This is an optimization exercise on Yosys and OpenROAD, whose aim is small area and a short achievable clock period, not a production implementation.
The RTL was checked by simulation tests, not by an equivalence proof against the original design.
No activity file was given, so power comes from the tool's default toggle rates.

Design rs_decoder_top, start of the top module:
module rs_decoder_top (
  input  logic               iclk,
  input  logic               ireset,
  input  logic               iclkena,
  input  logic               isop,
  input  logic               ival,
  input  rs_gf_pkg::data_t   idat,
  output logic               oerr_val,
  output rs_frame_pkg::pos_t oerr_pos,
  output rs_gf_pkg::data_t   oerr_mag,
  output logic               oframe_done,
  output rs_frame_pkg::cnt_t oerr_cnt,
  output logic               odecfail,
  output rs_frame_pkg::tag_t otag
);
For scale: ~3300 cells after synthesis, ~40 I/O pins.
clock: 22.0 ns
lec_check: 0
cap_margin: 20
core_margin: 2
core_utilization: 40
slew_margin: 20
standard.sh (not shown) runs the stock make flow with config.mk's settings and CLKGATE_MAP_FILE= SYNTH_SCRIPT=/design/flow/synth_recipe.tcl, a recipe that flattens the netlist after the stock synthesis.
==> flow/flow/run.sh <==
#!/bin/bash
# Standard layout, with the setup repair aiming well below the clock period:
# the clock and constraints are unchanged, repair_timing just works until
# the worst path is at most TARGET ns long.
set -euo pipefail
TARGET=${TARGET:-5.6}
export SETUP_SLACK_MARGIN=$(python3 -c "print(round($FLOW_PERIOD_NS - $TARGET, 3))")
bash standard.sh > standard_flow.log 2>&1
The first run ran to the end with no violations.
Edit:
==> flow/run.sh (new file) <==
#!/bin/bash
# synth_recipe.tcl (not shown) runs the flow's synth.tcl, then flattens the netlist and writes it again
# the make line also repeats each setting of config.mk as NAME=value (left out here)
make -C /OpenROAD-flow-scripts/flow DESIGN_CONFIG=/design/flow/config.mk WORK_HOME=/design/flow/orfs CLKGATE_MAP_FILE= SYNTH_SCRIPT=/design/flow/synth_recipe.tcl finish
removed: flow/flow/run.sh
removed: flow/standard.sh
Synthesized cell count stays the same.
Global-route usage barely changes.
Clock-buffer cell count went down by 5.
Worst hold slack barely changes.
Non-clock buffer count decreases by 22.

* * *

rs_decoder_top, a different RTL version from the one above (not shown whole).
Size in the first run: ~690 flip-flops, ~40 I/O pins.
clock: 22.0 ns
lec_check: 0
cap_margin: 20
core_margin: 2
core_utilization: 60
cts_cluster_diameter: 100
cts_cluster_size: 22
slew_margin: 20
==> flow/flow/run.sh <==
#!/bin/bash
# Standard layout, with the setup repair aiming well below the clock period:
# the clock and constraints are unchanged, repair_timing just works until
# the worst path is at most TARGET ns long.
set -euo pipefail
TARGET=${TARGET:-5.6}
export SETUP_SLACK_MARGIN=$(python3 -c "print(round($FLOW_PERIOD_NS - $TARGET, 3))")
bash standard.sh > standard_flow.log 2>&1
==> next run, changes <==
--- a/flow/config.mk
+++ b/flow/config.mk
@@ -12,0 +13 @@
+export GPL_TIMING_DRIVEN = 0
The changed run ran to the end with no violations.
First-iteration DRC count goes up by 27%.
Sequential power stays flat.
Via count grows by 3.5%.
Final area increases by 1.8%.
Register-to-register slack gets worse by 0.08 ns.
Area after synthesis is unchanged.
Sequential share of layout area decreases by 0.92 points.
==> next run, changes <==
--- a/flow/flow/run.sh
+++ b/flow/flow/run.sh
@@ -6 +6 @@
-TARGET=${TARGET:-5.6}
+TARGET=${TARGET:-5.5}
--- a/flow/config.mk
+++ b/flow/config.mk
@@ -13 +12,0 @@
-export GPL_TIMING_DRIVEN = 0
Effect: Cell count drops by 3.3%. Worst setup slack is worse by 0.014 ns. Combinational power drops by about 3%. Clock-buffer cell count drops by 3. Worst hold slack is better by 0.014 ns. Synthesized cell count is unchanged. Wire length drops by 8.6%. Total power drops by 0.72%. Sequential share of layout area climbs by 0.86 points.
==> next run, changes <==
--- a/flow/flow/run.sh
+++ b/flow/flow/run.sh
@@ -6 +6 @@
-TARGET=${TARGET:-5.5}
+TARGET=${TARGET:-5.6}
--- a/flow/config.mk
+++ b/flow/config.mk
@@ -10 +10 @@
-export CORE_UTILIZATION = 60
+export CORE_UTILIZATION = 66
What happened:
- hold slack gets worse by 0.016 ns
- cell count fell by 2.1%
- register-to-register slack gets worse by 0.09 ns
- non-clock buffer count fell by 4
- die area fell by 8.9%
- routed wire length fell by 1.4%
- clock skew fell by 0.016 ns
- design area fell by 0.45%
- clock power is about the same
- critical path depth stays the same
==> next run, changes <==
--- a/flow/config.mk
+++ b/flow/config.mk
@@ -10,3 +10,3 @@
-export CORE_UTILIZATION = 66
-export CTS_CLUSTER_DIAMETER = 100
-export CTS_CLUSTER_SIZE = 22
+export CORE_UTILIZATION = 60
+export CTS_CLUSTER_DIAMETER = 60
+export CTS_CLUSTER_SIZE = 30
Power rose by 6.0%.
Fmax drops by about 0.34%.
Routed wire length climbs by about 1.7%.

==> port drivers added, routing unchanged <==
Ports are ideal in the flow. The routed layouts listed here were re-timed in OpenROAD.
Step 1 (the two cells are an assumption about what drives the block):
set clk [get_ports {iclk}]
set_driving_cell -lib_cell sky130_fd_sc_hd__clkbuf_16 $clk
set_driving_cell -lib_cell sky130_fd_sc_hd__buf_2 [delete_from_list [all_inputs] $clk]
Step 2 adds t to the input delays and takes it off the output delays; t is the mean of the earliest and latest rising clock arrival at the registers after step 1. Input paths then give back, and output paths get back, about the clock's delay inside the block.
a / b / c = ideal / step 1 / step 2; a / b = the first two.
run | t (ns) | setup WS [ns] | worst hold slack (ns)
the first run of note 1 | 0.691 | 16.439 / 16.372 / 16.059 | 0.418 / 0.418 / 0.418
the second run of note 1 | 0.684 | 15.931 / 15.862 / 15.540 | 0.416 / 0.416 / 0.416
the first run of note 2 | 0.642 | 16.430 / 16.365 / 15.932 | 0.439 / 0.439 / 0.439
the second run of note 2 | 0.648 | 16.446 / 16.380 / 15.981 | 0.428 / 0.428 / 0.428
the third run of note 2 | 0.643 | 16.432 / 16.366 / 15.977 | 0.441 / 0.441 / 0.441
the fourth run of note 2 | 0.635 | 16.446 / 16.387 / 15.940 | 0.426 / 0.426 / 0.426
the fifth run of note 2 | 0.671 | 16.427 / 16.363 / 15.900 | 0.440 / 0.440 / 0.440
After both steps setup and hold are still met in every run listed. The setup slack of the fifth run of note 2, which loses most, moves by -0.064 ns with the drivers and by -0.527 ns with both steps.
